This design comes from an exercise in tuning for small area, a short achievable clock period and few clock cycles per item on the open sky130 flow, not from production work.
Function was checked by simulation only, so behaviour that the tests miss may differ from the original.
Power figures rest on the tool's default switching activity, not on a simulated workload.

## flow/config.mk

```make
export PLATFORM = sky130hd
export DESIGN_NAME = code_occurrence_counter_table
export DESIGN_NICKNAME = code_occurrence_counter_table
export VERILOG_FILES = /design/flow/design.v
export SDC_FILE = /design/flow/constraint.sdc
export NUM_CORES = 4
export LEC_CHECK = 0
export CAP_MARGIN = 20
export CORE_MARGIN = 2
export CORE_UTILIZATION = 40
export PLACE_DENSITY = 0.6
export SLEW_MARGIN = 20
```

## flow/constraint.sdc

```tcl
create_clock -name core_clock -period 5.0 [get_ports {clock}]
set_input_delay 1.0000 -clock core_clock [delete_from_list [all_inputs] [get_ports {clock}]]
set_output_delay 1.0000 -clock core_clock [all_outputs]
set_load 0.01 [all_outputs]
```

## flow/design.v

```verilog
package cocnt_pkg;
   localparam int unsigned REQ_CODE_BITS = 16;
   localparam int unsigned RSP_COUNT_BITS = 16;
   typedef struct packed {
      logic act;
      logic done;
      logic is_new;
   } tok_ctl_type;
endpackage
module cocnt_cell
#(
   parameter int unsigned CODE_BITS  = 16,
   parameter int unsigned COUNT_BITS = 16
) (
   input  logic                  clock,
   input  logic [CODE_BITS-1:0]  cmp_code,
   output logic                  eq,
   input  logic                  we_code,
   input  logic [CODE_BITS-1:0]  wr_code,
   input  logic                  we_count,
   input  logic [COUNT_BITS-1:0] wr_count,
   output logic [COUNT_BITS-1:0] count
);
   logic [CODE_BITS-1:0]  code_ff;
   logic [COUNT_BITS-1:0] count_ff;
   assign eq    = (code_ff == cmp_code);
   assign count = count_ff;
   always_ff @(posedge clock) begin
      if (we_code)  code_ff  <= wr_code;
      if (we_count) count_ff <= wr_count;
   end
endmodule
module code_occurrence_counter_table
#(
   parameter int unsigned TABLE_ENTRIES = 64,
   parameter int unsigned CODE_BITS     = 16,
   parameter int unsigned COUNT_BITS    = 16
) (
   input  logic                      clock,
   input  logic                      reset,
   input  logic                      req_valid,
   output logic                      req_stall,
   input  logic [cocnt_pkg::REQ_CODE_BITS-1:0]  req_event_code,
   output logic                      rsp_valid,
   input  logic                      rsp_stall,
   output logic [cocnt_pkg::RSP_COUNT_BITS-1:0] rsp_occurrences,
   output logic                      rsp_new_entry,
   output logic                      rsp_table_flushed
);
   localparam int unsigned N      = TABLE_ENTRIES;
   localparam int unsigned FILL_W = $clog2(TABLE_ENTRIES + 1);
   localparam int unsigned RW     = COUNT_BITS + 2;    
   localparam logic [COUNT_BITS-1:0] COUNT_ONE = COUNT_BITS'(1);
   logic [N-1:0]                  eq, valid, slot, we_code, we_count;
   logic [N-1:0][COUNT_BITS-1:0]  count;
   logic [FILL_W-1:0]             fill_ff;
   logic                          full;
   logic                  s2_valid_ff;
   logic [CODE_BITS-1:0]  s2_code_ff;
   logic [N-1:0]          s2_match_ff;
   logic                  s2_hit, s2_flush, s2_ins;
   logic [N-1:0]          s2_use;           
   logic [COUNT_BITS-1:0] s2_rd, s2_inc, s2_cnt;
   logic                  req_take, same_prev;
   logic [N-1:0]          s1_match;
   logic [2:0]            q_v_ff;
   logic [2:0][RW-1:0]    q_d_ff;
   logic [RW-1:0]         res;
   logic                  req_stall_ff, rsp_take;
   genvar gi;
   generate
      for (gi = 0; gi < N; gi++) begin : g_cell
         assign valid[gi] = fill_ff > FILL_W'(gi);
         assign slot[gi]  = fill_ff == FILL_W'(gi);
         cocnt_cell #(
            .CODE_BITS  (CODE_BITS),
            .COUNT_BITS (COUNT_BITS)
         ) u_cell (
            .clock    (clock),
            .cmp_code (req_event_code),
            .eq       (eq[gi]),
            .we_code  (we_code[gi]),
            .wr_code  (s2_code_ff),
            .we_count (we_count[gi]),
            .wr_count (s2_cnt),
            .count    (count[gi])
         );
      end
   endgenerate
   assign full = fill_ff[FILL_W-1];
   assign s2_hit   = |s2_match_ff;
   assign s2_flush = s2_valid_ff & ~s2_hit & full;
   assign s2_ins   = s2_valid_ff & ~s2_hit & ~full;
   always_comb begin
      s2_rd = '0;
      for (int i = 0; i < N; i++) begin
         s2_rd = s2_rd | (count[i] & {COUNT_BITS{s2_match_ff[i]}});
      end
   end
   assign s2_inc = (&s2_rd) ? s2_rd : s2_rd + COUNT_ONE;
   assign s2_cnt = s2_hit ? s2_inc : COUNT_ONE;
   always_comb begin
      for (int i = 0; i < N; i++) begin
         s2_use[i] = s2_hit ? s2_match_ff[i] : (full ? (i == 0) : slot[i]);
      end
   end
   assign we_count = s2_valid_ff ? s2_use : '0;
   assign we_code  = (s2_valid_ff & ~s2_hit) ? s2_use : '0;
   assign res = {s2_cnt, ~s2_hit, full & ~s2_hit};
   assign req_take  = req_valid & ~req_stall_ff;
   assign same_prev = s2_valid_ff & (req_event_code == s2_code_ff);
   always_comb begin
      for (int i = 0; i < N; i++) begin
         s1_match[i] = same_prev ? s2_use[i]
                                 : (eq[i] & valid[i] & ~s2_flush);
      end
   end
   assign rsp_take = q_v_ff[0] & ~rsp_stall;
   logic [2:0]         q_v_sh, q_v_in;
   logic [2:0][RW-1:0] q_d_sh, q_d_in;
   logic [2:0]         n_occ;
   always_comb begin
      if (rsp_take) begin
         q_v_sh = {1'b0, q_v_ff[2:1]};
         q_d_sh = {q_d_ff[2], q_d_ff[2:1]};
      end else begin
         q_v_sh = q_v_ff;
         q_d_sh = q_d_ff;
      end
      q_v_in = q_v_sh;
      q_d_in = q_d_sh;
      if (s2_valid_ff) begin
         if (!q_v_sh[0]) begin
            q_v_in[0] = 1'b1;
            q_d_in[0] = res;
         end else if (!q_v_sh[1]) begin
            q_v_in[1] = 1'b1;
            q_d_in[1] = res;
         end else begin
            q_v_in[2] = 1'b1;
            q_d_in[2] = res;
         end
      end
   end
   assign n_occ = 3'(q_v_in[0]) + 3'(q_v_in[1]) + 3'(q_v_in[2]) + 3'(req_take);
   always_ff @(posedge clock) begin
      s2_code_ff  <= req_event_code;
      s2_match_ff <= s1_match;
      q_d_ff      <= q_d_in;
      if (reset) begin
         fill_ff      <= '0;
         s2_valid_ff  <= 1'b0;
         q_v_ff       <= '0;
         req_stall_ff <= 1'b0;
      end else begin
         if (s2_flush) begin
            fill_ff <= FILL_W'(1);
         end else if (s2_ins) begin
            fill_ff <= fill_ff + FILL_W'(1);
         end
         s2_valid_ff  <= req_take;
         q_v_ff       <= q_v_in;
         req_stall_ff <= n_occ >= 3'd3;
      end
   end
   assign req_stall         = req_stall_ff;
   assign rsp_valid         = q_v_ff[0];
   assign {rsp_occurrences, rsp_new_entry, rsp_table_flushed} = q_d_ff[0];
endmodule
```

## flow/run.sh

```bash
#!/bin/bash
# synth_recipe.tcl (not shown) runs the flow's synth.tcl, then flattens the netlist and writes it again
# the make line also repeats each setting of config.mk as NAME=value (left out here)
make -C /OpenROAD-flow-scripts/flow DESIGN_CONFIG=/design/flow/config.mk WORK_HOME=/design/flow/orfs CLKGATE_MAP_FILE= SYNTH_SCRIPT=/design/flow/synth_recipe.tcl finish
```

==> run_results.csv, run 1 <==
group,metric,value,unit
run_status,outcome,"complete, no violations",
power_and_ir_drop,internal_power,29.8,mW
route,vias,54300,
logic_synthesis,synth_compound_area_share,6.72,%
grt,grt_pass1_wl,427,mm
power_and_ir_drop,p_per_area,375,mW/mm2
clocking,postCtsHoldBufs,0,
route,drtAntennaViolNets,0,
logic_synthesis,synth_top_family_by_area,"XOR/XNOR gates",
logic_synthesis,synth_area,0.0871,mm2
route,viasPerCell,6.22,
power_and_ir_drop,swShare,21.6,%
worst_setup_path,critPathArrivalTime,5.52,ns
logic_synthesis,syn-num-nets,5360,
grt,antenna_found_initial,13,
place,place_congestion,0.990,
power_and_ir_drop,seqPwrFrac,53.1,%
grt,grt_max_degree,66,
clocking,cts_tree,"done",
place,dp_hpwl,187,mm
power_and_ir_drop,ir_drop,0.000376,V
timing,fin_tns_setup,0,ns
timing,period_needed,4.83,ns
timing,rsz0062_at_grt,"no",
timing,hold_viol_final,0,
timing,setup_violations,0,
grt,track_usage,27.8,%
clocking,root_buffer,"clkbuf_16",
floorplanning,die_w,471,um
floorplanning,rows,171,
run,maxCapViolCount,0,
clocking,cts_buffers,220,
route,wl,314,mm
final_layout,final_cell_mix,"edfxtp_1 (2066), xnor2_1 (556), xor2_1 (498), buf_4 (339), nand4_1 (238)",
clocking,clkTransAtPathRegs,0.06,ns
final_layout,fin_nets,5711,
timing,worst_pin_slew,1.43,ns
logic_synthesis,netlist_instances,5331,
final_layout,drive_above_1_share,16.1,%
worst_setup_path,worstSetupStartpointType,"flip-flop",
final_layout,final_util,46.7,%
logic_synthesis,synth-seq-cells,2194,
grt,grt_pass1_vias,51000,
worst_setup_path,critPathRequiredTime,5.69,ns
logic_synthesis,synth_flop_cell,"edfxtp_1",
timing,period_share,96.6,%
route,drt-pass1-iter-count,6,
route,drc,0,
clocking,cts_resized,0,
worst_setup_path,end_kind,"flip-flop",
route,wl_per_cell,36.0,um
power_and_ir_drop,power.leakage,30.6,nW
logic_synthesis,yosysSeqAreaShare,74.2,%
logic_synthesis,synth-xor-area-share,10.6,%
clocking,cts_setup_buffers,0,
timing,slew_headroom,4.73,%
timing,slew_viol_final,0,
logic_synthesis,yosys_warnings,2,
power_and_ir_drop,power_switching,8.20,mW
floorplanning,io_pins,40,
worst_setup_path,critPathMaxFanout,31,
floorplanning,die_h,471,um
clocking,h-tree-depth,4,
worst_setup_path,crit_type,"flip-flop to flip-flop",
clocking,clk_latency,0.91,ns
timing,max_freq,207,MHz
clocking,cts.sinks,2194,
logic_synthesis,synth.distinct_cells,67,
logic_synthesis,postSynth.asyncResetShare,0,%
logic_synthesis,synth_edf_count,2066,
route,drtIter0Drc,9639,
power_and_ir_drop,pwr-share-clk,43.6,%
logic_synthesis,synthAdderAreaFrac,0.138,%
clocking,clockBufferDepth,3,
floorplanning,dieArea,0.222,mm2
logic_synthesis,synthSimpleGateAreaFrac,6.07,%
timing,finClkSkew,0.0658,ns
hold_path,min_path_type,"input port to flip-flop",
place,port_buffers,39,
final_layout,final_common_cell,"edfxtp_1",
logic_synthesis,syn_area_per_cell,16.3,um2
power_and_ir_drop,pwr-share-comb,3.3,%
grt,overflow,0,
floorplanning,coreArea,0.217,mm2
floorplanning,start_util,40.2,%
final_layout,syn_to_final_growth,16.2,%
logic_synthesis,yosys-mux-area-fraction,0.0718,%
[registers in the layout, summed over array words and instances, names as in the netlist, 3 cells and up]
| name | flops |
|---|---|
| s2_match_ff | 64 |
| q_v_ff | 3 |
| q_d_ff | 54 |
| fill_ff | 7 |
| g_cell.u_cell.count_ff | 1024 |
| g_cell.u_cell.code_ff | 1024 |
| s2_code_ff | 16 |
[cell usage after synthesis (all sizes together) (3+ instances only)]
library cell / instances / share of area [%]
or4: 17 / 0.18
buf: 199 / 1.5
clkbuf: 136 / 0.60
edfxtp: 2066 / 71
xor2: 498 / 5.0
dfxtp: 128 / 2.9
a41oi: 5 / 0.050
nor4: 155 / 1.1
a21oi: 83 / 0.48
a32oi: 4 / 0.040
a211oi: 4 / 0.040
a2111oi: 3 / 0.030
nor2b: 72 / 0.52
o31ai: 4 / 0.034
nand3: 59 / 0.34
a22o: 214 / 2.2
nand2b: 6 / 0.043
or2: 4 / 0.029
and3: 32 / 0.23
nor2: 104 / 0.45
nand4: 239 / 1.7
and2: 13 / 0.093
mux2i: 5 / 0.072
o22ai: 33 / 0.24
xnor2: 556 / 5.6
or3: 12 / 0.086
nor3: 82 / 0.47
a22oi: 84 / 0.75
o21ai: 45 / 0.26
ha: 8 / 0.11
o311ai: 4 / 0.040
o32ai: 4 / 0.040
inv: 18 / 0.078
a221oi: 216 / 2.2
a31oi: 33 / 0.24
nand2: 164 / 0.72
o2111ai: 3 / 0.030
[worst paths after layout]
check / end / slack [ns] / depth (start not counted) / startpoint
setup reg to reg: g_cell[45].u_cell.count_ff[14] / 0.17 / 11 / s2_match_ff[30]
setup / recovery: g_cell[45].u_cell.count_ff[14] / 0.17 / 11 / s2_match_ff[30]
hold reg to reg: q_d_ff[1] / 0.48 / 2 / q_d_ff[1]
hold / removal: s2_code_ff[5] / 0.42 / 1 / req_event_code[5]
[metal layers]
metal | GRT usage (%) | up-vias | routed length [um]
met5 | 0 | - | 75
met4 | 14.0 | 10 | 19800
met3 | 8.27 | 1001 | 40700
met2 | 41.7 | 4088 | 137000
met1 | 36.6 | 27800 | 117000
li1 | - | 21400 | -
[power groups by stage]
stage                     logic [mW]  clock network (mW)  registers (mW)
after floorplan                0.720                   0            20.5
after detailed placement        1.26                   0            20.6
after global routing            1.33                17.4            20.2
after global placement          1.25                   0            20.6
final                           1.26                16.6            20.2
after CTS                       1.26                16.7            20.2
[cell type report]
class                           instances  area (um2)
Antenna cell                            3        7.51
Clock buffer                          283        5820
Clock inverter                        132        1370
Fill cell                           18300      115000
Inverter                               18        67.6
Multi-Input combinational cell       2783       21000
Sequential cell                      2194       64700
Tap cell                             2854        3570
Timing Repair Buffer                  465        4710
[cell families after synthesis]
kind of cell	Yosys count
buffers and inverters	354
AOI/OAI and AO/OA	749
xor gates and xnor gates	1054
DFF	2194
adders and majority gates	9
and+or+nand+nor	966
muxes	5
[critical path, cell delays in order (launching register included)]
cell	delay, ns
dfxtp_1	1.27
a22o_1	0.27
a221oi_1	0.06
nand4_1	0.16
or4_1	0.28
ha_1	0.30
nand3_2	0.12
nor4b_2	0.53
buf_4	0.27
nor2b_1	0.24
a2bb2oi_4	0.82
buf_12	0.27
[stage by stage]
stage / worst slack (ns) / instance area [um2] / total power, mW / hold slack (ns) / instances
global route: 0.293 / 101000 / 38.9 / 0.400 / 8729
detailed placement: 0.447 / 94100 / 21.8 / 0.471 / 8314
finish: 0.172 / 101000 / 38.0 / 0.422 / 8732
CTS: 0.433 / 101000 / 38.1 / 0.379 / 8729
global placement: 0.296 / 94000 / 21.8 / 0.461 / 8313
floorplan: 0.445 / 87100 / 21.2 / 0.448 / 5331
Testbench counts, summed over its fixed seeds: cycles 3,216, items 3,200.
==> run 2, diff against run 1 <==
--- a/flow/design.v
+++ b/flow/design.v
@@ -58,11 +58,14 @@
    logic                  s2_valid_ff;
    logic [CODE_BITS-1:0]  s2_code_ff;
    logic [N-1:0]          s2_match_ff;
+   logic                  s2_hit_ff, s2_same_ff;
+   logic [COUNT_BITS-1:0] s2_rd_ff, last_cnt_ff;
    logic                  s2_hit, s2_flush, s2_ins;
    logic [N-1:0]          s2_use;           
    logic [COUNT_BITS-1:0] s2_rd, s2_inc, s2_cnt;
    logic                  req_take, same_prev;
    logic [N-1:0]          s1_match;
+   logic [COUNT_BITS-1:0] s1_rd;
    logic [2:0]            q_v_ff;
    logic [2:0][RW-1:0]    q_d_ff;
    logic [RW-1:0]         res;
@@ -88,15 +91,10 @@
       end
    endgenerate
    assign full = fill_ff[FILL_W-1];
-   assign s2_hit   = |s2_match_ff;
+   assign s2_hit   = s2_hit_ff;
    assign s2_flush = s2_valid_ff & ~s2_hit & full;
    assign s2_ins   = s2_valid_ff & ~s2_hit & ~full;
-   always_comb begin
-      s2_rd = '0;
-      for (int i = 0; i < N; i++) begin
-         s2_rd = s2_rd | (count[i] & {COUNT_BITS{s2_match_ff[i]}});
-      end
-   end
+   assign s2_rd  = s2_same_ff ? last_cnt_ff : s2_rd_ff;
    assign s2_inc = (&s2_rd) ? s2_rd : s2_rd + COUNT_ONE;
    assign s2_cnt = s2_hit ? s2_inc : COUNT_ONE;
    always_comb begin
@@ -113,6 +111,12 @@
       for (int i = 0; i < N; i++) begin
          s1_match[i] = same_prev ? s2_use[i]
                                  : (eq[i] & valid[i] & ~s2_flush);
+      end
+   end
+   always_comb begin
+      s1_rd = '0;
+      for (int i = 0; i < N; i++) begin
+         s1_rd = s1_rd | (count[i] & {COUNT_BITS{eq[i] & valid[i]}});
       end
    end
    assign rsp_take = q_v_ff[0] & ~rsp_stall;
@@ -146,6 +150,10 @@
    always_ff @(posedge clock) begin
       s2_code_ff  <= req_event_code;
       s2_match_ff <= s1_match;
+      s2_hit_ff   <= |s1_match;
+      s2_same_ff  <= same_prev;
+      s2_rd_ff    <= s1_rd;
+      if (s2_valid_ff) last_cnt_ff <= s2_cnt;
       q_d_ff      <= q_d_in;
       if (reset) begin
          fill_ff      <= '0;
--- a/flow/config.mk
+++ b/flow/config.mk
@@ -9,4 +9,5 @@
 export CORE_MARGIN = 2
 export CORE_UTILIZATION = 40
 export PLACE_DENSITY = 0.6
+export SETUP_SLACK_MARGIN = 2.5
 export SLEW_MARGIN = 20
==> run 2 against run 1 <==
  * Via count up 15%
  * Fmax up 40%
  * First-iteration DRC count up 21%
  * Power up 2.7%
  * Area after synthesis up 1.2%
  * Sequential power about the same
  * Global-route usage up 4.4 points
  * Core utilization up 6.6 points
  * Cell area up 16%
  * Clock-buffer cell count up 33
  * Worst hold slack worse by 0.097 ns
  * Highest routed layer unchanged
==> run_results.csv, run 2 <==
group,metric,value,unit
route,vias,62200,
route,viasPerCell,6.48,
worst_setup_path,path_cells,"buf_4 -> nand3_4 -> buf_6 -> o21ai_2 -> nor3_4 -> buf_6 -> buf_12 -> a22o_1 -> a221oi_4 -> nand4_1 -> nor3_2 -> nand4_1",
worst_setup_path,cpPeakStageDelay,0.61,ns
timing,worst_pin_slew,1.16,ns
power_and_ir_drop,pwr-share-comb,4.3,%
logic_synthesis,netlist.area_leader.share,70.9,%
power_and_ir_drop,power_switching,8.67,mW
route,drc,0,
clocking,cts.sinks,2228,
power_and_ir_drop,ir_drop,0.000345,V
power_and_ir_drop,internal_power,30.3,mW
place,dp_hpwl,192,mm
final_layout,reg.largest.list,"g_cell.u_cell.code_ff x1024, g_cell.u_cell.count_ff x1024, s2_match_ff x64",
power_and_ir_drop,swShare,22.2,%
clocking,clk_latency,0.94,ns
clocking,cts_buffers,221,
logic_synthesis,yosys.cell_count.top_type,"edfxtp_1",
run,maxCapViolCount,0,
worst_setup_path,critPathSlowestCell,"nand4_1",
logic_synthesis,synth.distinct_cells,69,
grt,grt_pass1_vias,57700,
floorplanning,die_w,473,um
logic_synthesis,syn-num-nets,5549,
final_layout,fin_nets,6542,
route,drtAntennaViolNets,0,
logic_synthesis,synth_flop_cell,"edfxtp_1",
timing,slew_viol_final,0,
clocking,clkTransAtPathRegs,0.06,ns
grt,overflow,0,
floorplanning,io_pins,40,
floorplanning,start_util,40.2,%
floorplanning,dieArea,0.224,mm2
route,wl_per_cell,39.3,um
final_layout,final_cell_mix,"edfxtp_1 (2082), xor2_1 (716), buf_4 (416), xnor2_1 (315), clkbuf_16 (247)",
logic_synthesis,yosysSeqAreaShare,74.2,%
timing,max_freq,291,MHz
worst_setup_path,critPathArrivalTime,4.22,ns
place,port_buffers,39,
place,postPlaceCellArea,0.0958,mm2
logic_synthesis,netlist_instances,5520,
floorplanning,die_h,473,um
place,place_congestion,0.955,
route,wl,377,mm
route,drtIter0Drc,11600,
worst_setup_path,worstSetupStartpointType,"flip-flop",
final_layout,final_area,0.117,mm2
floorplanning,coreArea,0.219,mm2
clocking,cts_tree,"done",
logic_synthesis,synth_edf_count,2082,
worst_setup_path,crit_type,"flip-flop to flip-flop",
timing,rsz0062_at_grt,"yes",
timing,finClkSkew,0.0975,ns
power_and_ir_drop,power.leakage,37.7,nW
timing,setup_violations,0,
grt,track_usage,32.2,%
power_and_ir_drop,pwr-share-clk,43.4,%
final_layout,syn_to_final_growth,32.7,%
worst_setup_path,critPathRequiredTime,5.78,ns
timing,slew_headroom,22.4,%
clocking,h-tree-depth,4,
logic_synthesis,syn_area_per_cell,16.0,um2
worst_setup_path,critPathMaxFanout,12,
timing,worst_hold_slack,0.325,ns
logic_synthesis,postSynth.asyncResetShare,0,%
logic_synthesis,yosys-top-cells-count,"edfxtp_1 (2082), xor2_1 (718), xnor2_1 (329)",
grt,grt_pass1_wl,492,mm
logic_synthesis,synth.largest_area_cell,"edfxtp_1",
logic_synthesis,synth-seq-cells,2228,
grt,antenna_found_initial,28,
power_and_ir_drop,finalPower,39.0,mW
logic_synthesis,synth_area,0.0882,mm2
final_layout,drive_above_1_share,29.1,%
floorplanning,rows,172,
hold_path,min_path_type,"input port to flip-flop",
timing,hold_viol_final,0,
run_status,outcome,"complete, no violations",
grt,grt_max_degree,67,
logic_synthesis,synthTopCellsByArea,"edfxtp_1 (71%), xor2_1 (7.1%), dfxtp_1 (3.3%)",
logic_synthesis,yosys_warnings,2,
clocking,root_buffer,"clkbuf_16",
timing,period_needed,3.44,ns
power_and_ir_drop,p_per_area,333,mW/mm2
final_layout,final_common_cell,"edfxtp_1",
clocking,clockBufferDepth,3,
timing,period_share,68.8,%
worst_setup_path,end_kind,"flip-flop",
power_and_ir_drop,seqPwrFrac,52.3,%
route,drt-pass1-iter-count,10,
[run 2: cell types whose count changed after synthesis, moves of 47 or more]
cell     before  now
nor2b_1      72   12
nor2_1      104  195
buf_6        54    1
buf_2        72  125
inv_1        18   65
nor4_1      155  214
nand2_1     163  232
xnor2_1     556  329
xor2_1      498  718
nand4_1     238  167
[run 2: worst max-delay path, delay by kind of cell, from the launching register on]
kind                   cells  cell delay, ns
flip-flops                 1            0.43
AND/OR/NAND/NOR            5            1.34
buffers and inverters      4            0.86
AO/OA/AOI/OAI              3            0.65
[run 2: timing repair]
| item | CTS | global route |
|---|---|---|
| pin swaps | 172 | 107 |
| endpoints found under the hold margin | 0 | 0 |
| setup endpoints to repair | 3144 | 2016 |
| gates resized for setup | 1022 | 296 |
| setup buffers | 373 | 84 |
| gates cloned | 128 | 31 |
| hold buffers | 0 | 0 |
[run 2: kinds of logic after synthesis]
family | Yosys count | share of synthesized area, %
AOI/OAI and AO/OA | 771 | 6.72
muxes | 27 | 0.309
adders and majority gates | 9 | 0.136
xor gates and xnor gates | 1047 | 10.4
DFF | 2228 | 74.2
buffers and inverters | 362 | 1.83
and+or+nand+nor | 1076 | 6.37
[run 2: through the flow]
stage	util, %	cells	setup WS (ns)	TNS, ns
floorplan	-	5520	1.87	0
global placement	43.6	8540	-0.309	-0.309
detailed placement	43.7	8544	-0.172	-0.172
CTS	52.1	9464	1.88	0
global route	53.4	9583	1.63	0
finish	53.4	9593	1.56	0
[run 2: layout make-up]
type                       instances  area [um2]
fill                           16700      102000
antenna                           13        32.5
timing repair inverter             9         154
timing repair buffer            1052       15100
clock inverter                   103        1210
tap                             2871        3590
clock buffer                     316        6120
multi-input combinational       2935       24900
inverter                          66         363
sequential                      2228       65500
[run 2: worst paths after layout]
path | start | endpoint | slack (ns) | cells after the start
worst max-delay path | fill_ff[2] | s2_rd_ff[8] | 1.56 | 12
worst min-delay path | req_event_code[2] | s2_code_ff[2] | 0.32 | 1
worst max register to register | fill_ff[2] | s2_rd_ff[8] | 1.56 | 12
worst min register to register | g_cell[47].u_cell.count_ff[10] | s2_rd_ff[10] | 0.46 | 2
[run 2: power groups by stage]
| stage | Combinational (mW) | Sequential, mW | Clock, mW |
|---|---|---|---|
| after floorplan | 0.736 | 20.8 | 0 |
| after detailed placement | 1.35 | 20.8 | 0 |
| after CTS | 1.62 | 20.4 | 16.9 |
| final | 1.68 | 20.4 | 16.9 |
| after global routing | 1.74 | 20.4 | 17.6 |
| after global placement | 1.34 | 20.8 | 0 |
[run 2: per-layer routing]
metal  routed length [um]  track usage [%]  vias to the layer above  part of all wire (%)
met5                  704                0                        -                  0.19
met4                33100             21.3                       27                   8.8
met3                58700             11.7                     1764                    16
met2               159000             47.0                     5871                    42
met1               126000             40.1                    31100                    33
li1                     -                -                    23400                     -
Testbench counts of run 2, summed over its fixed seeds: cycles 3,216, items 3,200.
==> run 3, diff against run 2 <==
--- a/flow/design.v
+++ b/flow/design.v
@@ -48,12 +48,11 @@
    output logic                      rsp_table_flushed
 );
    localparam int unsigned N      = TABLE_ENTRIES;
-   localparam int unsigned FILL_W = $clog2(TABLE_ENTRIES + 1);
    localparam int unsigned RW     = COUNT_BITS + 2;    
    localparam logic [COUNT_BITS-1:0] COUNT_ONE = COUNT_BITS'(1);
    logic [N-1:0]                  eq, valid, slot, we_code, we_count;
    logic [N-1:0][COUNT_BITS-1:0]  count;
-   logic [FILL_W-1:0]             fill_ff;
+   logic [N-1:0]                  valid_ff;         
    logic                          full;
    logic                  s2_valid_ff;
    logic [CODE_BITS-1:0]  s2_code_ff;
@@ -73,8 +72,12 @@
    genvar gi;
    generate
       for (gi = 0; gi < N; gi++) begin : g_cell
-         assign valid[gi] = fill_ff > FILL_W'(gi);
-         assign slot[gi]  = fill_ff == FILL_W'(gi);
+         assign valid[gi] = valid_ff[gi];
+         if (gi == 0) begin : g_s0
+            assign slot[gi] = ~valid_ff[gi];
+         end else begin : g_sn
+            assign slot[gi] = valid_ff[gi-1] & ~valid_ff[gi];
+         end
          cocnt_cell #(
             .CODE_BITS  (CODE_BITS),
             .COUNT_BITS (COUNT_BITS)
@@ -90,7 +93,7 @@
          );
       end
    endgenerate
-   assign full = fill_ff[FILL_W-1];
+   assign full = valid_ff[N-1];
    assign s2_hit   = s2_hit_ff;
    assign s2_flush = s2_valid_ff & ~s2_hit & full;
    assign s2_ins   = s2_valid_ff & ~s2_hit & ~full;
@@ -156,15 +159,15 @@
       if (s2_valid_ff) last_cnt_ff <= s2_cnt;
       q_d_ff      <= q_d_in;
       if (reset) begin
-         fill_ff      <= '0;
+         valid_ff     <= '0;
          s2_valid_ff  <= 1'b0;
          q_v_ff       <= '0;
          req_stall_ff <= 1'b0;
       end else begin
          if (s2_flush) begin
-            fill_ff <= FILL_W'(1);
+            valid_ff <= N'(1);
          end else if (s2_ins) begin
-            fill_ff <= fill_ff + FILL_W'(1);
+            valid_ff <= {valid_ff[N-2:0], 1'b1};
          end
          s2_valid_ff  <= req_take;
          q_v_ff       <= q_v_in;
==> run 3 against run 2 <==
  * Highest routed layer unchanged
  * Still clean on timing, DRC and antenna
  * Via count increased by 4.3%
  * Core utilization rose by 0.37 points
  * Clock-buffer cell count decreased by 9
==> run_results.csv, run 3 <==
group,metric,value,unit
route,vias,64900,
grt,antenna_found_initial,31,
timing,finClkSkew,0.121,ns
floorplanning,dieArea,0.232,mm2
logic_synthesis,syn_area_per_cell,15.5,um2
logic_synthesis,yosysSeqAreaShare,73.0,%
route,drc,0,
logic_synthesis,synth.distinct_cells,60,
logic_synthesis,netlist.area_leader.share,68.5,%
worst_setup_path,reg2regPathDepth,12,
grt,grt_max_degree,73,
power_and_ir_drop,finalPower,41.2,mW
logic_synthesis,postSynth.asyncResetShare,0,%
final_layout,final_util,53.7,%
route,viasPerCell,6.32,
worst_setup_path,critPathMaxFanout,20,
hold_path,min_path_type,"input port to flip-flop",
worst_setup_path,critPathArrivalTime,3.75,ns
timing,rsz0062_at_grt,"yes",
clocking,cts_tree,"done",
run_status,outcome,"complete, no violations",
grt,grt_pass1_wl,502,mm
worst_setup_path,critPathRequiredTime,5.66,ns
floorplanning,die_h,482,um
logic_synthesis,syn-num-nets,5927,
floorplanning,start_util,40.2,%
timing,period_needed,3.09,ns
hold_path,min_path_cells,1,
timing,worst_pin_slew,1.22,ns
logic_synthesis,yosys-top-cells-count,"edfxtp_1 (2082), xnor2_1 (899), a22oi_1 (352)",
timing,slew_viol_final,0,
logic_synthesis,yosys_warnings,2,
floorplanning,io_pins,40,
worst_setup_path,crit_type,"flip-flop to flip-flop",
power_and_ir_drop,power.leakage,40.7,nW
final_layout,fin_nets,7051,
worst_setup_path,end_kind,"flip-flop",
route,wl_per_cell,37.2,um
grt,overflow,0,
final_layout,final_cell_mix,"edfxtp_1 (2082), xnor2_1 (853), buf_4 (562), a22oi_1 (275), buf_12 (250)",
final_layout,drive_above_1_share,30.1,%
clocking,clkTransAtPathRegs,0.07,ns
worst_setup_path,worstSetupStartpointType,"flip-flop",
route,drtAntennaViolNets,0,
clocking,clockBufferDepth,3,
logic_synthesis,synth_flop_cell,"edfxtp_1",
place,port_buffers,39,
floorplanning,coreArea,0.227,mm2
power_and_ir_drop,p_per_area,338,mW/mm2
clocking,h-tree-depth,4,
clocking,cts.sinks,2285,
clocking,clk_latency,0.96,ns
logic_synthesis,synthTopCellsByArea,"edfxtp_1 (69%), xnor2_1 (8.6%), dfxtp_1 (4.5%)",
timing,setup_violations,0,
route,drt-pass1-iter-count,8,
timing,max_freq,324,MHz
clocking,root_buffer,"clkbuf_16",
final_layout,reg.largest.list,"g_cell.u_cell.code_ff x1024, g_cell.u_cell.count_ff x1024",
grt,grt_pass1_vias,59700,
logic_synthesis,netlist_instances,5902,
logic_synthesis,yosys.cell_count.top_type,"edfxtp_1",
clocking,cts_buffers,226,
final_layout,final_common_cell,"edfxtp_1",
run,maxCapViolCount,0,
logic_synthesis,synth.largest_area_cell,"edfxtp_1",
route,drtIter0Drc,11600,
logic_synthesis,synth-seq-cells,2285,
floorplanning,rows,175,
place,place_congestion,0.960,
timing,slew_headroom,18.8,%
route,wl,382,mm
timing,hold_viol_final,0,
logic_synthesis,synth_area,0.0913,mm2
timing,fin_tns_setup,0,ns
final_layout,syn_to_final_growth,33.7,%
floorplanning,die_w,482,um
place,dp_hpwl,195,mm
grt,track_usage,31.6,%
logic_synthesis,synth_edf_count,2082,
timing,period_share,61.8,%
power_and_ir_drop,ir_drop,0.000401,V
[run 3: cell count changes after synthesis, sizes merged, moves of 57 or more]
cell	change
xnor2	+570
xor2	-568
a22oi	+244
nand3	+194
a221oi	-148
a22o	-138
nor2	-83
nor4	-81
and2	+72
nand4	+65
nor3	+59
dfxtp	+57
nor2b	+57
[run 3: cell type report]
| class | count | area (um2) |
|---|---|---|
| flip-flops and latches | 2285 | 66700 |
| well taps | 3009 | 3760 |
| clock buffers | 307 | 6170 |
| multi-input cells | 3240 | 26500 |
| fillers | 17500 | 105000 |
| clock inverters | 121 | 1260 |
| diodes | 25 | 62.6 |
| inverters | 48 | 259 |
| repair inverters | 8 | 106 |
| repair buffers | 1217 | 17200 |
[run 3: cell families after synthesis]
| group | count (synthesis) | synth area share [%] |
|---|---|---|
| flip-flops | 2285 | 73.0 |
| AND/OR/NAND/NOR | 1489 | 8.89 |
| XOR/XNOR | 1049 | 10.1 |
| AO/OA/AOI/OAI | 668 | 5.25 |
| buffers and inverters | 383 | 2.50 |
| multiplexers | 23 | 0.258 |
| adder cells (fa/ha/maj) | 5 | 0.0768 |
[run 3: critical path: stages, from the launching register on]
cell and delay [ns]:
dfxtp_1 0.60, nand3b_1 0.24, a2111oi_4 0.41, nand4_1 0.21
buf_6 0.18, buf_4 0.13, buf_6 0.11, buf_6 0.11
and3_4 0.17, o21ai_4 0.22, buf_4 0.17, buf_8 0.16
inv_12 0.09
[run 3: routing by layer]
layer  track usage, %  vias up  part of all wire (%)
met2             45.6     5806                    42
met5           0.0207        -                  0.10
li1                 -    24900                     -
met4             19.1       26                   8.0
met3             11.6     1658                    15
met1             40.6    32500                    35
[run 3: final timing paths]
check / startpoint / to / slack, ns
worst min register to register: q_d_ff[31] / q_d_ff[13] / 0.47
worst max-delay path: s2_rd_ff[4] / g_cell[20].u_cell.count_ff[4] / 1.91
worst max register to register: s2_rd_ff[4] / g_cell[20].u_cell.count_ff[4] / 1.91
worst min-delay path: req_event_code[14] / s2_code_ff[14] / 0.26
[run 3: where the power goes]
group	internal (mW)	switching, mW	total, mW
clock network	9.51	7.67	17.2
registers	21.1	0.282	21.4
logic	1.03	1.58	2.62
total	31.7	9.54	41.2
[run 3: metrics by stage]
step	worst slack [ns]	area, um2	hold WS [ns]	cells
floorplan	1.62	92100	0.449	5902
global placement	0.265	98300	0.457	8984
detailed placement	0.337	98400	0.467	8987
CTS	2.08	119000	0.221	10100
global route	1.88	122000	0.233	10200
finish	1.91	122000	0.264	10300
[run 3: timing repair]
action,CTS,global route
pin swaps,233,129
resized for setup,1003,221
gates cloned,141,23
setup endpoints to repair,3195,1635
hold buffers,0,0
setup buffers,540,115
Testbench counts of run 3, summed over its fixed seeds: cycles 3,216, items 3,200.
==> run 4, diff against run 3 <==
--- a/flow/design.v
+++ b/flow/design.v
@@ -50,7 +50,7 @@
    localparam int unsigned N      = TABLE_ENTRIES;
    localparam int unsigned RW     = COUNT_BITS + 2;    
    localparam logic [COUNT_BITS-1:0] COUNT_ONE = COUNT_BITS'(1);
-   logic [N-1:0]                  eq, valid, slot, we_code, we_count;
+   logic [N-1:0]                  eq, valid, slot, we_code;
    logic [N-1:0][COUNT_BITS-1:0]  count;
    logic [N-1:0]                  valid_ff;         
    logic                          full;
@@ -58,13 +58,13 @@
    logic [CODE_BITS-1:0]  s2_code_ff;
    logic [N-1:0]          s2_match_ff;
    logic                  s2_hit_ff, s2_same_ff;
-   logic [COUNT_BITS-1:0] s2_rd_ff, last_cnt_ff;
-   logic                  s2_hit, s2_flush, s2_ins;
+   logic                  s2_flush, s2_ins;
    logic [N-1:0]          s2_use;           
-   logic [COUNT_BITS-1:0] s2_rd, s2_inc, s2_cnt;
+   logic [COUNT_BITS-1:0] s2_rd, s2_inc, s2_fwd_inc, s2_cnt;
+   logic [N-1:0]          s3_we_ff;
+   logic [COUNT_BITS-1:0] s3_cnt_ff;
    logic                  req_take, same_prev;
-   logic [N-1:0]          s1_match;
-   logic [COUNT_BITS-1:0] s1_rd;
+   logic [N-1:0]          s1_eq, s1_match;
    logic [2:0]            q_v_ff;
    logic [2:0][RW-1:0]    q_d_ff;
    logic [RW-1:0]         res;
@@ -87,39 +87,38 @@
             .eq       (eq[gi]),
             .we_code  (we_code[gi]),
             .wr_code  (s2_code_ff),
-            .we_count (we_count[gi]),
-            .wr_count (s2_cnt),
+            .we_count (s3_we_ff[gi]),
+            .wr_count (s3_cnt_ff),
             .count    (count[gi])
          );
       end
    endgenerate
    assign full = valid_ff[N-1];
-   assign s2_hit   = s2_hit_ff;
-   assign s2_flush = s2_valid_ff & ~s2_hit & full;
-   assign s2_ins   = s2_valid_ff & ~s2_hit & ~full;
-   assign s2_rd  = s2_same_ff ? last_cnt_ff : s2_rd_ff;
-   assign s2_inc = (&s2_rd) ? s2_rd : s2_rd + COUNT_ONE;
-   assign s2_cnt = s2_hit ? s2_inc : COUNT_ONE;
+   assign s2_flush = s2_valid_ff & ~s2_hit_ff & full;
+   assign s2_ins   = s2_valid_ff & ~s2_hit_ff & ~full;
+   always_comb begin
+      s2_rd = '0;
+      for (int i = 0; i < N; i++) begin
+         s2_rd = s2_rd | (count[i] & {COUNT_BITS{s2_match_ff[i]}});
+      end
+   end
+   assign s2_inc     = (&s2_rd) ? s2_rd : s2_rd + COUNT_ONE;
+   assign s2_fwd_inc = (&s3_cnt_ff) ? s3_cnt_ff : s3_cnt_ff + COUNT_ONE;
+   assign s2_cnt     = ~s2_hit_ff ? COUNT_ONE :
+                       s2_same_ff ? s2_fwd_inc : s2_inc;
    always_comb begin
       for (int i = 0; i < N; i++) begin
-         s2_use[i] = s2_hit ? s2_match_ff[i] : (full ? (i == 0) : slot[i]);
+         s2_use[i] = s2_hit_ff ? s2_match_ff[i] : (full ? (i == 0) : slot[i]);
       end
    end
-   assign we_count = s2_valid_ff ? s2_use : '0;
-   assign we_code  = (s2_valid_ff & ~s2_hit) ? s2_use : '0;
-   assign res = {s2_cnt, ~s2_hit, full & ~s2_hit};
+   assign we_code  = (s2_valid_ff & ~s2_hit_ff) ? s2_use : '0;
+   assign res = {s2_cnt, ~s2_hit_ff, full & ~s2_hit_ff};
    assign req_take  = req_valid & ~req_stall_ff;
    assign same_prev = s2_valid_ff & (req_event_code == s2_code_ff);
+   assign s1_eq     = eq & valid;
    always_comb begin
       for (int i = 0; i < N; i++) begin
-         s1_match[i] = same_prev ? s2_use[i]
-                                 : (eq[i] & valid[i] & ~s2_flush);
-      end
-   end
-   always_comb begin
-      s1_rd = '0;
-      for (int i = 0; i < N; i++) begin
-         s1_rd = s1_rd | (count[i] & {COUNT_BITS{eq[i] & valid[i]}});
+         s1_match[i] = same_prev ? s2_use[i] : (s1_eq[i] & ~s2_flush);
       end
    end
    assign rsp_take = q_v_ff[0] & ~rsp_stall;
@@ -153,10 +152,10 @@
    always_ff @(posedge clock) begin
       s2_code_ff  <= req_event_code;
       s2_match_ff <= s1_match;
-      s2_hit_ff   <= |s1_match;
+      s2_hit_ff   <= same_prev | ((|s1_eq) & ~s2_flush);
       s2_same_ff  <= same_prev;
-      s2_rd_ff    <= s1_rd;
-      if (s2_valid_ff) last_cnt_ff <= s2_cnt;
+      s3_cnt_ff   <= s2_cnt;
+      s3_we_ff    <= s2_valid_ff ? s2_use : '0;
       q_d_ff      <= q_d_in;
       if (reset) begin
          valid_ff     <= '0;
--- a/flow/config.mk
+++ b/flow/config.mk
@@ -7,7 +7,9 @@
 export LEC_CHECK = 0
 export CAP_MARGIN = 20
 export CORE_MARGIN = 2
-export CORE_UTILIZATION = 40
-export PLACE_DENSITY = 0.6
+export CORE_UTILIZATION = 60
+export CTS_CLUSTER_DIAMETER = 60
+export CTS_CLUSTER_SIZE = 20
+export PLACE_DENSITY = 0.7
 export SETUP_SLACK_MARGIN = 2.5
 export SLEW_MARGIN = 20
==> run 4 against run 3 <==
  * Highest routed layer unchanged
  * Combinational power shrank 22%
  * Sequential cell count is 48 higher
  * Critical path depth unchanged
  * Worst hold slack improved by 0.13 ns
==> run_results.csv, run 4 <==
group,metric,value,unit
run_status,outcome,"complete, no violations",
final_layout,fin_nets,6054,
logic_synthesis,synth_top_family_by_area,"XOR/XNOR gates",
grt,overflow,0,
worst_setup_path,path_cells,"buf_4 -> buf_6 -> buf_8 -> a22o_4 -> a221oi_4 -> nand4_1 -> or4_4 -> nand3_4 -> nor4_4 -> or4_1 -> a211o_1 -> o21ai_1",
worst_setup_path,critPathSlowestCell,"or4_4",
final_layout,register_area,0.0677,mm2
route,drtIter0Drc,9510,
route,drt-pass1-iter-count,9,
route,drc,0,
logic_synthesis,synth_edf_count,2066,
clocking,cts_buffers,151,
timing,slew_headroom,20.7,%
worst_setup_path,cpPeakStageDelay,0.76,ns
logic_synthesis,yosysSeqAreaShare,74.4,%
worst_setup_path,critPathRequiredTime,5.74,ns
worst_setup_path,critPathArrivalTime,4.40,ns
logic_synthesis,postSynth.asyncResetShare,0,%
clocking,cts.sinks,2333,
final_layout,syn_to_final_growth,17.3,%
route,vias,56700,
route,drtAntennaViolNets,0,
grt,antenna_found_initial,8,
logic_synthesis,synth_area,0.0905,mm2
place,dp_hpwl,173,mm
clocking,root_buffer,"clkbuf_16",
floorplanning,rows,142,
worst_setup_path,crit_buf_inv,3,
worst_setup_path,end_kind,"flip-flop",
power_and_ir_drop,power.leakage,36.3,nW
final_layout,final_common_cell,"edfxtp_1",
final_layout,final_cell_mix,"edfxtp_1 (2066), xor2_1 (927), buf_4 (405), a22o_1 (195), nor4_1 (187)",
logic_synthesis,yosys-top-cells-count,"edfxtp_1 (2066), xor2_1 (935), dfxtp_1 (267)",
floorplanning,die_h,392,um
worst_setup_path,critPathMaxFanout,6,
timing,setup_violations,0,
floorplanning,dieArea,0.154,mm2
timing,max_freq,273,MHz
worst_setup_path,cp_top_family,"simple AND/OR/NAND/NOR gates",
timing,hold_viol_final,0,
logic_synthesis,synth.largest_area_cell,"edfxtp_1",
timing,worst_pin_slew,1.19,ns
logic_synthesis,syn-num-nets,5603,
timing,slew_viol_final,0,
clocking,cts_tree,"done",
timing,period_needed,3.66,ns
timing,setup_ws,1.34,ns
timing,finClkSkew,0.0496,ns
floorplanning,coreArea,0.150,mm2
logic_synthesis,netlist.area_leader.share,68.5,%
place,dp_slack,0.377,ns
worst_setup_path,worstSetupStartpointType,"flip-flop",
timing,rsz0062_at_grt,"yes",
logic_synthesis,synth_compound_area_share,6.87,%
clocking,clockBufferDepth,3,
route,wl,304,mm
power_and_ir_drop,p_per_area,349,mW/mm2
logic_synthesis,syn_area_per_cell,16.2,um2
logic_synthesis,synthTopCellsByArea,"edfxtp_1 (69%), xor2_1 (9.0%), dfxtp_1 (5.9%)",
route,wl_per_cell,37.2,um
grt,grt_max_degree,131,
worst_setup_path,crit_type,"flip-flop to flip-flop",
logic_synthesis,netlist_instances,5577,
route,viasPerCell,6.94,
floorplanning,die_w,392,um
final_layout,multiInputGateArea,0.0232,mm2
run,maxCapViolCount,0,
logic_synthesis,synth-xor-area-share,10.2,%
final_layout,fillers,9423,
final_layout,reg.largest.list,"g_cell.u_cell.code_ff x1024, g_cell.u_cell.count_ff x1024",
place,port_buffers,39,
final_layout,drive_above_1_share,21.0,%
floorplanning,io_pins,40,
grt,grt_pass1_wl,410,mm
logic_synthesis,yosys.cell_count.top_type,"edfxtp_1",
place,place_congestion,0.974,
worst_setup_path,rrSetupSlack,1.34,ns
grt,grt_pass1_vias,52500,
hold_path,min_path_type,"input port to flip-flop",
timing,fin_tns_setup,0,ns
logic_synthesis,yosys_warnings,2,
clocking,clkTransAtPathRegs,0.08,ns
logic_synthesis,yosys-mux-area-fraction,0.457,%
logic_synthesis,synth_flop_cell,"edfxtp_1",
grt,track_usage,38.7,%
timing,period_share,73.3,%
power_and_ir_drop,ir_drop,0.000344,V
logic_synthesis,synth-seq-cells,2333,
logic_synthesis,synth.distinct_cells,68,
clocking,clk_latency,0.84,ns
logic_synthesis,synthAdderAreaFrac,0.0912,%
logic_synthesis,synthSimpleGateAreaFrac,5.57,%
clocking,h-tree-depth,4,
floorplanning,start_util,60.4,%
## run 4: cell count changes in the layout (fill, tap and decap cells not counted), moves of 146 or more
| cell | delta |
|---|---|
| xor2_1 | +783 |
| a22oi_1 | -180 |
| a22o_1 | +146 |
| buf_4 | -157 |
| buf_12 | -154 |
| nand3_1 | -166 |
| xnor2_1 | -734 |
## run 4: final cells by class
| type | instances | area share, % |
|---|---|---|
| sequential | 2333 | 63.8 |
| multi-input combinational | 2829 | 21.9 |
| timing repair buffer | 641 | 7.01 |
| clock buffer | 197 | 3.90 |
| tap | 2016 | 2.37 |
| clock inverter | 71 | 0.797 |
| inverter | 72 | 0.254 |
| antenna | 14 | 0.0330 |
## run 4: cells by family after synthesis
| group | after synthesis |
|---|---|
| adders and majority gates | 6 |
| DFF | 2333 |
| buffers and inverters | 419 |
| xor gates and xnor gates | 1054 |
| AOI/OAI and AO/OA | 788 |
| and+or+nand+nor | 938 |
| muxes | 39 |
## run 4: report_power, final
group          internal [mW]  switching (mW)
clock network           6.65            6.63
registers               21.4           0.350
logic                  0.770            1.27
total                   28.8            8.25
## run 4: path summary, 6_finish.rpt
path / start / end / cells past startpoint
setup / recovery: s2_match_ff[11] / q_d_ff[13] / 12
hold / removal: req_event_code[10] / s2_code_ff[10] / 1
setup reg to reg: s2_match_ff[11] / q_d_ff[13] / 12
hold reg to reg: s2_match_ff[45] / s3_we_ff[45] / 2
## run 4: repair_timing
item                                   in CTS  in global routing
cloned                                     12                 19
gates resized for setup                   427                150
hold buffers                                0                  0
endpoints found under the hold margin       0                  0
pin swaps                                 128                 74
setup endpoints to repair                1206                176
setup buffers                             141                162
## run 4: metrics by stage
stage                     hold WS [ns]  std cells  cell area (um2)  utilization [%]  power, mW
after detailed placement         0.500       7557            94800             63.3       23.9
after floorplan                  0.486       5577            92800                -       23.2
after global placement           0.490       7557            94800             63.3       23.8
after CTS                        0.395       7978           104000             69.2       36.8
final                            0.395       8173           106000             70.9       37.1
after global routing             0.367       8161           106000             70.9       37.9
## run 4: per-layer routing
layer | GRT usage [%] | wire, um | vias to the layer above
met5 | 0 | 24 | -
met4 | 22.3 | 22100 | 4
met3 | 9.72 | 41200 | 1040
met2 | 58.4 | 136000 | 4657
met1 | 51.6 | 105000 | 28500
li1 | - | - | 22500
Testbench counts of run 4, summed over its fixed seeds: cycles 3,216, items 3,200.

## re-timing with driven ports
The flow's constraints put no driver on any port. The routed layouts listed below were extracted and timed again, unchanged, in two steps. Step 1 assumes that a clkbuf_16 drives the clock port and a buf_2 every other input. Step 2 times the ports against the registers' clock, not the clock port: input delays grow and output delays shrink by t, the midpoint of the rising clock arrivals with the driver on. Three values: ideal ports, drivers, drivers and shift; two values: the first two.
| run | t (ns) | slack for setup (ns) | pins driven straight from the clock port |
|---|---|---|---|
| run 1 | 0.963 | 0.172 / 0.172 / 0.172 | 1 |
| run 2 | 0.985 | 1.558 / 1.558 / 0.706 | 1 |
| run 3 | 1.000 | 1.912 / 1.807 / 0.806 | 1 |
| run 4 | 0.901 | 1.337 / 1.337 / 1.337 | 1 |
After both steps every run listed still meets setup and hold. For run 3, which loses most, drivers alone change the setup slack by -0.105 ns; drivers and shift together by -1.106 ns.
